Source: an optimization exercise on an open RTL-to-GDS flow (aim: small area). Production flows keep margins and buffers that such runs may drop.
In this exercise RTL edits were held to simulation tests only and were not proved equivalent to the original.
Power is estimated from default activity; no workload was simulated.

File: design/flow/config.mk
export PLATFORM = sky130hd
export DESIGN_NAME = regfile_sb
export DESIGN_NICKNAME = regfile_sb
export VERILOG_FILES = /design/flow/design.v
export SDC_FILE = /design/flow/constraint.sdc
export NUM_CORES = 4
export LEC_CHECK = 0
export CAP_MARGIN = 20
export CORE_MARGIN = 2
export CORE_UTILIZATION = 50
export CTS_BUF_LIST = sky130_fd_sc_hd__clkbuf_16
export CTS_CLUSTER_DIAMETER = 150
export CTS_CLUSTER_SIZE = 20
export GPL_TIMING_DRIVEN = 0
export PLACE_DENSITY = 0.65
export SETUP_SLACK_MARGIN = 0.35
export SLEW_MARGIN = 20
export SYNTH_HIERARCHICAL = 1
export SYNTH_MINIMUM_KEEP_SIZE = 0
File: design/flow/constraint.sdc
create_clock -name core_clock -period 6.0 [get_ports {clk}]
set_input_delay 1.2000 -clock core_clock [delete_from_list [all_inputs] [get_ports {clk}]]
set_output_delay 1.2000 -clock core_clock [all_outputs]
set_load 0.01 [all_outputs]
File: design/flow/design.v
module regfile_sb (
  input  logic        clk,
  input  logic        reset,
  input  logic [9:0]  rd_addr,
  output logic [63:0] rd_data,
  output logic [1:0]  rd_busy,
  input  logic        we,
  input  logic [4:0]  wr_addr,
  input  logic [31:0] wr_data,
  input  logic        issue_valid,
  input  logic [4:0]  issue_addr,
  input  logic [4:0]  dbg_addr,
  output logic [31:0] dbg_data
);
  logic [31:0] mem [1:31];
  logic [31:0] mem_nx [1:31];
  logic [31:1] pend;
  logic [3:0]  w_hi;
  logic [7:0]  w_lo;
  logic [31:1] wsel, wsel_n, isel, wload, whold;
  logic [31:0] wd, wd_n;
  logic        rst_n;
  assign rst_n = ~reset;
  always_comb begin
    for (int h = 0; h < 4; h++) w_hi[h] = we && (wr_addr[4:3] == 2'(h));
    for (int l = 0; l < 8; l++) w_lo[l] = (wr_addr[2:0] == 3'(l));
    for (int i = 1; i < 32; i++) begin
      wsel[i] = w_hi[i/8] && w_lo[i%8];
      isel[i] = issue_valid && (issue_addr == 5'(i));
    end
  end
  for (genvar i = 1; i < 32; i++) begin : g_wdec
    logic wl;
    rf_nand2 u_wn (.a(w_hi[i/8]), .b(w_lo[i%8]), .y(wsel_n[i]));
    rf_nand2 u_wl (.a(wsel_n[i]), .b(rst_n), .y(wl));
    rf_inv   u_wh (.a(wl), .y(whold[i]));
    rf_inv   u_wd (.a(whold[i]), .y(wload[i]));
  end
  for (genvar b = 0; b < 32; b++) begin : g_wd
    rf_nand2 u_n (.a(wr_data[b]), .b(rst_n), .y(wd_n[b]));
    rf_inv   u_i (.a(wd_n[b]), .y(wd[b]));
  end
  for (genvar i = 1; i < 32; i++) begin : g_row
    for (genvar b = 0; b < 32; b++) begin : g_bit
      rf_ao22 u_nx (.a0(mem[i][b]), .b0(whold[i]), .a1(wd[b]), .b1(wload[i]),
                    .y(mem_nx[i][b]));
    end
  end
  always_ff @(posedge clk) begin
    for (int i = 1; i < 32; i++) begin
      mem[i] <= mem_nx[i];
      if (reset)
        pend[i] <= 1'b0;
      else if (isel[i])
        pend[i] <= 1'b1;
      else if (wsel[i])
        pend[i] <= 1'b0;
    end
  end
  for (genvar p = 0; p < 2; p++) begin : g_rd
    logic [4:0]  ra;
    logic [31:0] sel;
    logic [31:0] col [32];
    logic [31:0] pcol;
    assign ra = rd_addr[p*5 +: 5];
    logic [3:0] r_hi;
    logic [7:0] r_lo;
    logic [31:1] sel_n;
    always_comb begin
      for (int h = 0; h < 4; h++) r_hi[h] = (ra[4:3] == 2'(h));
      for (int l = 0; l < 8; l++) r_lo[l] = (ra[2:0] == 3'(l));
    end
    logic byp_n;
    assign byp_n = !(we && (wr_addr == ra) && (ra != 5'd0));
    rf_inv u_byp (.a(byp_n), .y(sel[0]));
    for (genvar i = 1; i < 32; i++) begin : g_dec
      rf_nand3 u_n (.a(r_hi[i/8]), .b(r_lo[i%8]), .c(wsel_n[i]), .y(sel_n[i]));
      rf_inv   u_i (.a(sel_n[i]), .y(sel[i]));
    end
    for (genvar b = 0; b < 32; b++) begin : g_bit
      assign col[b][0] = wr_data[b];
      for (genvar i = 1; i < 32; i++) begin : g_ent
        assign col[b][i] = mem[i][b];
      end
      rf_sel32 u_sel (.d(col[b]), .s(sel), .y(rd_data[p*32 + b]));
    end
    assign pcol = {pend, 1'b0};
    rf_sel32 u_busy (.d(pcol), .s({sel[31:1], 1'b0}), .y(rd_busy[p]));
  end
  logic [3:0]  d_hi;
  logic [7:0]  d_lo;
  logic [31:1] dsel, dsel_n;
  always_comb begin
    for (int h = 0; h < 4; h++) d_hi[h] = (dbg_addr[4:3] == 2'(h));
    for (int l = 0; l < 8; l++) d_lo[l] = (dbg_addr[2:0] == 3'(l));
  end
  for (genvar i = 1; i < 32; i++) begin : g_ddec
    rf_nand2 u_n (.a(d_hi[i/8]), .b(d_lo[i%8]), .y(dsel_n[i]));
    rf_inv   u_i (.a(dsel_n[i]), .y(dsel[i]));
  end
  for (genvar b = 0; b < 32; b++) begin : g_dbg
    logic [31:1] dcol;
    for (genvar i = 1; i < 32; i++) begin : g_ent
      assign dcol[i] = mem[i][b];
    end
    rf_sel31 u_sel (.d(dcol), .s(dsel), .y(dbg_data[b]));
  end
endmodule
module rf_sel32 (
  input  logic [31:0] d,
  input  logic [31:0] s,
  output logic        y
);
  logic [11:0] n;
  for (genvar g = 0; g < 10; g++) begin : g_aoi
    rf_aoi222 u (.a0(d[3*g]), .b0(s[3*g]), .a1(d[3*g+1]), .b1(s[3*g+1]),
                 .a2(d[3*g+2]), .b2(s[3*g+2]), .y(n[g]));
  end
  rf_nand2 u_n30 (.a(d[30]), .b(s[30]), .y(n[10]));
  rf_nand2 u_n31 (.a(d[31]), .b(s[31]), .y(n[11]));
  rf_nand12 u_or (.n(n), .y(y));
endmodule
module rf_sel31 (
  input  logic [31:1] d,
  input  logic [31:1] s,
  output logic        y
);
  logic [10:0] n;
  for (genvar g = 0; g < 10; g++) begin : g_aoi
    rf_aoi222 u (.a0(d[3*g+1]), .b0(s[3*g+1]), .a1(d[3*g+2]), .b1(s[3*g+2]),
                 .a2(d[3*g+3]), .b2(s[3*g+3]), .y(n[g]));
  end
  rf_nand2 u_last (.a(d[31]), .b(s[31]), .y(n[10]));
  rf_nand11 u_or (.n(n), .y(y));
endmodule
module rf_nand11 (
  input  logic [10:0] n,
  output logic        y
);
  logic [2:0] m;
  rf_and4 u0 (.a(n[0]), .b(n[1]), .c(n[2]), .d(n[3]), .y(m[0]));
  rf_and4 u1 (.a(n[4]), .b(n[5]), .c(n[6]), .d(n[7]), .y(m[1]));
  rf_and3 u2 (.a(n[8]), .b(n[9]), .c(n[10]), .y(m[2]));
  rf_nand3 u3 (.a(m[0]), .b(m[1]), .c(m[2]), .y(y));
endmodule
module rf_nand12 (
  input  logic [11:0] n,
  output logic        y
);
  logic [2:0] m;
  rf_and4 u0 (.a(n[0]), .b(n[1]), .c(n[2]), .d(n[3]), .y(m[0]));
  rf_and4 u1 (.a(n[4]), .b(n[5]), .c(n[6]), .d(n[7]), .y(m[1]));
  rf_and4 u2 (.a(n[8]), .b(n[9]), .c(n[10]), .d(n[11]), .y(m[2]));
  rf_nand3 u3 (.a(m[0]), .b(m[1]), .c(m[2]), .y(y));
endmodule
module rf_aoi222 (
  input  logic a0, b0, a1, b1, a2, b2,
  output logic y
);
  assign y = ~((a0 & b0) | (a1 & b1) | (a2 & b2));
endmodule
module rf_ao22 (
  input  logic a0, b0, a1, b1,
  output logic y
);
  assign y = (a0 & b0) | (a1 & b1);
endmodule
module rf_nand2 (
  input  logic a, b,
  output logic y
);
  assign y = ~(a & b);
endmodule
module rf_nand3 (
  input  logic a, b, c,
  output logic y
);
  assign y = ~(a & b & c);
endmodule
module rf_and3 (
  input  logic a, b, c,
  output logic y
);
  assign y = a & b & c;
endmodule
module rf_and4 (
  input  logic a, b, c, d,
  output logic y
);
  assign y = a & b & c & d;
endmodule
module rf_inv (
  input  logic a,
  output logic y
);
  assign y = ~a;
endmodule
File: design/flow/flow/run.sh
#!/bin/bash
# Standard synthesis unchanged, then the standard layout with two changes:
# the port buffers are made from the smallest buffer cell, and before global
# placement every inverter that drives a long row or column line is swapped
# for the double-strength inverter of the same area (flow/upsize_inv.tcl).
set -uo pipefail
bash standard.sh synth > synth.log 2>&1 || exit 1
bash standard.sh "BUFFER_PORTS_ARGS=-buffer_cell sky130_fd_sc_hd__buf_1" \
  "PRE_GLOBAL_PLACE_TCL=$PWD/flow/upsize_inv.tcl" finish > layout.log 2>&1 || exit 1
File: design/flow/flow/upsize_inv.tcl
# Line drivers: an inverter driving many loads becomes the double-strength
# inverter, which has the same area.
set n 0
foreach inst [get_cells *] {
  if {[get_property $inst ref_name] ne "sky130_fd_sc_hd__inv_1"} continue
  set out [get_pins -of_objects $inst -filter "direction==output"]
  set fo [llength [get_pins -of_objects [get_nets -of_objects $out] -filter "direction==input"]]
  if {$fo >= 8} {
    replace_cell $inst sky130_fd_sc_hd__inv_2
    incr n
  }
}
puts "upsize_inv: $n inverters to inv_2"
File: design/flow/standard.sh
#!/bin/bash
# synth_recipe.tcl (not shown) runs the flow's synth.tcl, then flattens the netlist and writes it again
# the make line also repeats each setting of config.mk as NAME=value (left out here)
make -C /OpenROAD-flow-scripts/flow DESIGN_CONFIG=/design/flow/config.mk WORK_HOME=/design/flow/orfs CLKGATE_MAP_FILE= SYNTH_SCRIPT=/design/flow/synth_recipe.tcl "${@:-finish}"
==> flow_metrics.py, run 1 <==
metrics = {
    "placement": {
        "portBuffers": 146,
        "detailedPlace.worstSlack_ns": 0.7189,
        "dp_hpwl_mm": 130.6,
        "dp_cells": 5432,
        "place_congestion": 1.008,
        "placed_cell_area_sq_um": 47280,
    },
    "power_and_ir_drop": {
        "powerDensity_nw_per_um2": 292.8,
        "p_leak_nw": 17.07,
        "peakVddDrop_v": 0.0003002,
    },
    "route": {
        "first_pass_iters": 17,
        "vias_per_cell": 9.425,
        "routed_wl_mm": 261.4,
        "wl_per_cell_um": 47.49,
        "vias": 51880,
        "detail_route.iter0.violations": 16230,
        "drc": 0,
        "postRouteAntennaNets": 0,
    },
    "critical_path": {
        "cpMaxStageDelayCell": "and4_1",
        "crit_chain": "clkbuf_1, nor3_1, nand2_1, nand4_1, inv_2, a222oi_1, and4_1, nand3_1, buf_1",
        "cp-startpoint": "rd_addr[2]",
        "crit_fanout": 32,
        "crit_arrival_ns": 4.62,
        "cp-start-kind": "input pin",
        "cp-end-kind": "output port",
        "crit_path_max_incr_delay_ns": 0.77,
        "critPathBufInv": 3,
        "path_class": "input pin to output port",
        "crit_family": "simple AND/OR/NAND/NOR gates",
        "reg2reg_from": "mem[12][18]",
        "required_ns": 4.80,
    },
    "logic_synthesis": {
        "ys_ff_latch": 1023,
        "synth_top_area_frac": 0.4528,
        "yosys.area.top_type": "dfxtp_1",
        "syn_area_per_cell_sq_um": 11.01,
        "synth_cell_types": 34,
        "ys_warn_count": 14,
        "synth-seq-area-share": 0.4528,
        "synth_area_leaders": "dfxtp_1 45%, a222oi_1 22%, a22o_1 19%",
        "synth_area_sq_um": 45220,
        "syn_inst": 4106,
    },
    "timing": {
        "skew_ns": 0,
        "clock.fmax_mhz": 171.9,
        "tns_ns": 0,
        "rsz0062_at_grt": "yes",
        "whs_ns": 0.5044,
        "setup-violations-final": 0,
        "maxSlewHeadroom": 0.06249,
        "slew_violations": 0,
        "min_period_ns": 5.818,
        "fin_crit_sh": 0.9697,
        "setup_slack_ns": 0.1821,
        "worstMarginPinSlew_ns": 1.404,
        "finalHoldViolations": 0,
    },
    "clock_network": {
        "cts_setup_buffers": 0,
        "htree_num_levels": 2,
        "path_clk_slew_ns": 0.09,
        "clkLatencyLatePin_ns": 0.69,
        "tritoncts": "built",
        "cts_buffer_depth": 3,
        "cts_root_buffer": "clkbuf_16",
        "cts_made_buffers": 57,
        "cts.sinks": 1023,
    },
    "global_route": {
        "first_global_vias": 48100,
        "grt_antenna_before_repair": 17,
        "grt_pass1_wl_mm": 357.4,
        "grt_max_degree": 39,
        "track_usage": 0.5317,
        "grt-ovfl-total": 0,
    },
    "floorplan": {
        "io_pins": 159,
        "num_rows": 110,
        "fp.coreArea_sq_um": 89870,
        "die_x_um": 304.7,
        "start_util": 0.5032,
        "die_area_sq_um": 92870,
        "die_h_um": 304.7,
    },
    "cells_and_area": {
        "fin_area_sq_um": 48920,
        "finalNetCount": 4380,
        "area_growth_pct": 8.167,
        "fillers": 8080,
        "drive_gt1_frac": 0.06457,
        "fin_cells": 5505,
    },
    "worst_hold_path": {
        "hold_path.class": "flip-flop to flip-flop",
        "holdCritStartpoint": "pend[5]",
    },
    "status": {
        "status": "timing/DRC/antenna clean",
    },
    "flow_run": {
        "maxCapViolCount": 0,
    },
}
[through the flow]
step	total power, mW	utilization
CTS	13.97	0.5428
global route	14.50	0.5441
global placement	9.983	0.5258
finish	14.32	0.5443
detailed placement	10.02	0.5260
floorplan	9.038	-
[where the power goes]
| part | internal, mW | switching [mW] | leakage [nW] | total, mW |
|---|---|---|---|---|
| logic | 0.668 | 1.47 | 7.83 | 2.14 |
| registers | 7.35 | 0.642 | 8.50 | 8.00 |
| clock network | 1.75 | 2.44 | 0.741 | 4.19 |
[Yosys stat by module, one instance, submodules excluded, excerpt]
module / flip-flops and latches / times used / cells / area [sq um]
regfile_sb: 1023 / 1 / 1202 / 21640
rf_aoi222: 0 / 980 / 1 / 10.01
rf_and4: 0 / 262 / 1 / 8.758
rf_ao22: 0 / 992 / 1 / 8.758
rf_and3: 0 / 32 / 1 / 6.256
rf_nand3: 0 / 160 / 1 / 5.005
rf_inv: 0 / 189 / 1 / 3.754
rf_nand2: 0 / 289 / 1 / 3.754
[Yosys cell counts]
cell,n
o21ai_1,7
xor2_1,8
buf_6,4
o211ai_1,24
nand3b_1,11
nand4b_1,2
nor3_1,3
clkbuf_1,7
a22o_1,992
buf_4,1
a222oi_1,980
nand4_1,3
or3b_4,3
and4_1,262
o211ai_2,7
inv_1,202
dfxtp_1,1023
clkbuf_2,1
xnor2_1,2
nand3_1,166
or3_4,1
and3_1,35
buf_1,1
or3b_1,1
conb_1,1
and2_1,3
nor4_1,2
nor2b_1,7
nor3b_1,9
nor2_1,8
nand2_1,297
and3b_1,6
o21ai_0,24
buf_2,3
[worst paths after layout]
path                       to  slack, ns  depth (start not counted)
setup / recovery   rd_data[5]       0.18                          9
hold / removal        pend[5]       0.50                          2
setup reg to reg  mem[12][18]       4.99                          1
hold reg to reg       pend[5]       0.50                          2
[cells by family after synthesis]
kind of cell | count (synthesis) | synth area share
AO/OA/AOI/OAI | 2034 | 0.4184
flip-flops | 1023 | 0.4528
AND/OR/NAND/NOR | 819 | 0.1077
buffers and inverters | 219 | 0.01903
XOR/XNOR | 10 | 0.001937
other | 1 | 0.00008292
[state kept, by name, indices dropped and copies added, names as in the netlist]
signal / cells
mem: 992
pend: 31
[final cells by class]
class / count / area, sq um / area share
diodes: 8 / 20.02 / 0.0004092
plain buffers: 17 / 105.1 / 0.002149
clock buffers: 59 / 1476 / 0.03018
clock inverters: 2 / 28.78 / 0.0005883
inverters: 202 / 792.0 / 0.01619
multi-input cells: 2867 / 23900 / 0.4885
flip-flops and latches: 1023 / 20480 / 0.4186
well taps: 1176 / 1471 / 0.03008
repair buffers: 151 / 648.1 / 0.01325
[repair_timing]
item,in CTS,in global routing
hold buffers,0,0
setup endpoints to repair,0,17
resized for setup,0,7
[routing by layer]
| metal | up-vias | GRT usage | wire [um] |
|---|---|---|---|
| met1 | 24650 | 0.6388 | 85600 |
| met2 | 6115 | 0.6983 | 97420 |
| met3 | 1674 | 0.2662 | 49970 |
| met5 | - | 0.02274 | 218 |
| met4 | 20 | 0.4435 | 28200 |
| li1 | 19420 | - | - |
[placed cells by master, fill, tap and decap left out, types with 3 or more instances in the layout]
master,Yosys,layout
o211ai_2,7,7
clkinv_2,0,15
nand3b_1,11,11
or3b_4,3,3
buf_6,4,4
dfxtp_1,1023,1023
nand4_1,3,3
nor3b_1,9,9
buf_12,0,5
buf_1,1,147
inv_1,202,10
inv_2,0,171
a222oi_1,980,980
inv_4,0,6
and3_1,35,35
o21ai_0,24,24
clkbuf_1,7,7
nand2_1,297,297
and4_1,262,261
nor2b_1,7,7
o21ai_1,7,7
diode_2,0,8
conb_1,1,4
a22o_1,992,992
clkbuf_16,0,59
nor2_1,8,8
and3b_1,6,6
nand3_1,166,166
o211ai_1,24,24
xor2_1,8,8
nor3_1,3,3
and2_1,3,3
==> run 2, diff against run 1 <==
--- a/design/flow/config.mk
+++ b/design/flow/config.mk
@@ -8,10 +8,10 @@
 export CAP_MARGIN = 20
 export CORE_MARGIN = 2
-export CORE_UTILIZATION = 50
+export CORE_UTILIZATION = 35
 export CTS_BUF_LIST = sky130_fd_sc_hd__clkbuf_16
 export CTS_CLUSTER_DIAMETER = 150
 export CTS_CLUSTER_SIZE = 20
 export GPL_TIMING_DRIVEN = 0
-export PLACE_DENSITY = 0.65
+export PLACE_DENSITY = 0.5
 export SETUP_SLACK_MARGIN = 0.35
 export SLEW_MARGIN = 20
==> flow_metrics.py, run 2 <==
metrics = {
    "status": {
        "status": "timing/DRC/antenna clean",
    },
    "placement": {
        "portBuffers": 146,
        "placed_cell_area_sq_um": 47940,
        "dp_cells": 5920,
        "detailedPlace.worstSlack_ns": 0.3154,
        "place_congestion": 0.9424,
        "dp_hpwl_mm": 146.8,
    },
    "logic_synthesis": {
        "yosys.area.top_type": "dfxtp_1",
        "async_flop_share": 0,
        "syn_inst": 4106,
        "synth_cell_types": 34,
        "synth_top_area_frac": 0.4528,
        "synth_most_common_cell": "dfxtp_1",
        "yosys_most_used_dff": "dfxtp_1",
        "synth-seq-area-share": 0.4528,
        "yosys-top-cells-count": "1,023 x dfxtp_1, 992 x a22o_1, 980 x a222oi_1",
        "synth_area_sq_um": 45220,
        "synth_area_leaders": "dfxtp_1 45%, a222oi_1 22%, a22o_1 19%",
        "synth-edff-count": 0,
        "syn_area_per_cell_sq_um": 11.01,
        "ys_ff_latch": 1023,
        "ys_warn_count": 14,
    },
    "clock_network": {
        "cts_buffer_depth": 3,
        "cts_made_buffers": 57,
        "path_clk_slew_ns": 0.09,
        "htree_num_levels": 2,
        "cts_root_buffer": "clkbuf_16",
        "cts.sinks": 1023,
        "clkLatencyLatePin_ns": 0.73,
        "tritoncts": "built",
    },
    "route": {
        "drc": 0,
        "wl_per_cell_um": 46.49,
        "routed_wl_mm": 278.8,
        "detail_route.iter0.violations": 13730,
        "met2_length_mm": 107.4,
        "vias": 50950,
        "vias_per_cell": 8.495,
        "met1_length_mm": 102.6,
        "first_pass_iters": 17,
        "postRouteAntennaNets": 0,
        "top_layer": "met5",
        "met3_wirelength_mm": 44.05,
    },
    "floorplan": {
        "num_rows": 131,
        "io_pins": 159,
        "die_area_sq_um": 132100,
        "start_util": 0.3537,
        "die_x_um": 363.5,
        "die_h_um": 363.5,
        "fp.coreArea_sq_um": 127800,
    },
    "cells_and_area": {
        "top_regs": "mem: 992 flops, pend: 31 flops",
        "fin_area_sq_um": 49790,
        "fillers": 12590,
        "largest_register_ffs": 992,
        "final_common_cell": "dfxtp_1",
        "top_register": "mem",
        "drive_gt1_frac": 0.06671,
        "area_growth_pct": 10.10,
        "fin_util": 0.3895,
        "finalNetCount": 4391,
        "fin_cells": 5998,
        "final_cell_mix": "1,023 x dfxtp_1, 992 x a22o_1, 980 x a222oi_1",
    },
    "timing": {
        "finalHoldViolations": 0,
        "setup-violations-final": 0,
        "min_period_ns": 5.851,
        "skew_ns": 0,
        "fin_crit_sh": 0.9752,
        "setup_slack_ns": 0.1491,
        "slew_violations": 0,
        "worstMarginPinSlew_ns": 1.369,
        "whs_ns": 0.5184,
        "maxSlewHeadroom": 0.08575,
        "rsz0062_at_grt": "no",
        "clock.fmax_mhz": 170.9,
        "tns_ns": 0,
    },
    "power_and_ir_drop": {
        "peakVddDrop_v": 0.0002767,
        "p_leak_nw": 17.17,
        "seqPwrFrac": 0.554,
        "power.share.clock": 0.297,
        "total_power_mw": 14.44,
        "sw_frac_of_total": 0.3225,
        "internal_power_mw": 9.783,
        "powerDensity_nw_per_um2": 290.0,
        "comb_power_share": 0.149,
        "p_switching_mw": 4.657,
    },
    "critical_path": {
        "path_class": "input pin to output port",
        "ff2ff_path_depth": 1,
        "cp-end-kind": "output port",
        "cp-start-kind": "input pin",
        "crit_arrival_ns": 4.65,
        "required_ns": 4.80,
        "crit_fanout": 33,
        "reg2reg_from": "mem[12][17]",
        "reg2reg_setup_slack_ns": 4.94,
        "reg2reg_to": "mem[12][17]",
    },
    "worst_hold_path": {
        "hold_path.class": "flip-flop to flip-flop",
        "holdPathEnd": "pend[5]",
        "whs_path_depth": 2,
        "holdCritStartpoint": "pend[5]",
    },
    "global_route": {
        "first_global_vias": 46770,
        "grt_pass1_wl_mm": 373.5,
        "grt_antenna_before_repair": 10,
        "grt_max_degree": 42,
        "track_usage": 0.3981,
        "grt-ovfl-total": 0,
    },
    "flow_run": {
        "maxCapViolCount": 0,
    },
}
run 2: repair_timing:
item,CTS,global route
hold buffers,0,0
gates resized for setup,1,28
endpoints found under the setup margin,7,43
buffers inserted,0,0
run 2: area by class of cell:
| cell class | instances | area (sq um) | area share |
|---|---|---|---|
| Antenna cell | 4 | 10.01 | 0.0002010 |
| Buffer | 17 | 105.1 | 0.002111 |
| Clock buffer | 59 | 1476 | 0.02965 |
| Clock inverter | 2 | 28.78 | 0.0005779 |
| Inverter | 202 | 828.3 | 0.01663 |
| Multi-Input combinational cell | 2867 | 23900 | 0.4799 |
| Sequential cell | 1023 | 20480 | 0.4113 |
| Tap cell | 1662 | 2079 | 0.04176 |
| Timing Repair Buffer | 162 | 890.9 | 0.01789 |
run 2: worst max-delay path by stage:
| stage | from | endpoint | slack [ns] |
|---|---|---|---|
| 4_1_cts | rd_addr[1] | rd_data[11] | 0.37 |
| 2_1_floorplan | wr_addr[3] | rd_busy[0] | 1.69 |
| 3_3_place_gp | rd_addr[6] | rd_data[43] | 0.32 |
| 6_report | rd_addr[1] | rd_data[12] | 0.15 |
| 3_5_place_dp | rd_addr[6] | rd_data[41] | 0.32 |
| 5_1_grt | rd_addr[1] | rd_data[22] | 0.38 |
run 2: power groups by stage:
| stage | clock (mW) | sequential, mW | combinational (mW) |
|---|---|---|---|
| 2_1_floorplan | 0 | 7.93 | 1.11 |
| 3_3_place_gp | 0 | 8.10 | 1.97 |
| 3_5_place_dp | 0 | 8.11 | 2.00 |
| 4_1_cts | 4.28 | 7.96 | 2.00 |
| 5_1_grt | 4.49 | 8.07 | 2.16 |
| 6_report | 4.29 | 8.00 | 2.16 |
run 2: cells by family after synthesis:
group | after synthesis | share of synthesized area
AO/OA/AOI/OAI | 2034 | 0.4184
XOR/XNOR | 10 | 0.001937
buffers and inverters | 219 | 0.01903
flip-flops | 1023 | 0.4528
other | 1 | 0.00008292
AND/OR/NAND/NOR | 819 | 0.1077
run 2: worst max-delay path, stage by stage:
cell      delay (ns)
clkbuf_1        0.31
nor3b_1         0.96
nand3_1         0.18
inv_2           0.84
a222oi_1        0.20
and4_1          0.42
nand3_1         0.31
buf_1           0.19
run 2: modules after synthesis (local to each module, per instance), a selection:
module      flip-flops and latches  times used  cell area [sq um]  cells inside
regfile_sb                    1023           1              21640          1202
rf_ao22                          0         992              8.758             1
rf_and4                          0         262              8.758             1
rf_and3                          0          32              6.256             1
rf_nand3                         0         160              5.005             1
rf_inv                           0         189              3.754             1
run 2: metal layers:
| layer | GRT usage | vias up |
|---|---|---|
| li1 | - | 19460 |
| met1 | 0.5005 | 25010 |
| met2 | 0.5366 | 5293 |
| met3 | 0.1660 | 1174 |
| met4 | 0.2970 | 10 |
| met5 | 0.005084 | - |

==> static timing again, ports no longer ideal <==
In the flow no input, the clock included, has a driving cell. The finished layouts below were timed again as built, in two steps.
Step 1 (the two cells are an assumption about what drives the block):
set clk [get_ports {clk}]
set_driving_cell -lib_cell sky130_fd_sc_hd__clkbuf_16 $clk
set_driving_cell -lib_cell sky130_fd_sc_hd__buf_2 [delete_from_list [all_inputs] $clk]
Step 2 adds t to the input delays and takes it off the output delays; t is the mean of the earliest and latest rising clock arrival at the registers after step 1. Input paths then give back, and output paths get back, about the clock's delay inside the block.
a / b / c = no drivers / after step 1 / after step 2; a / b = the first two.
run | shift t [ns] | setup slack, ns | worst setup path at the end | worst register clock-pin slew, ns
run 1 | 0.775 | 0.182 / 0.161 / 0.161 | input to output | 0.09 / 0.09
run 2 | 0.805 | 0.149 / 0.126 / 0.126 | input to output | 0.10 / 0.10
After both steps setup and hold are still met in every run listed. For run 2, which loses most, drivers alone change the setup slack by -0.023 ns; drivers and shift together by -0.023 ns.
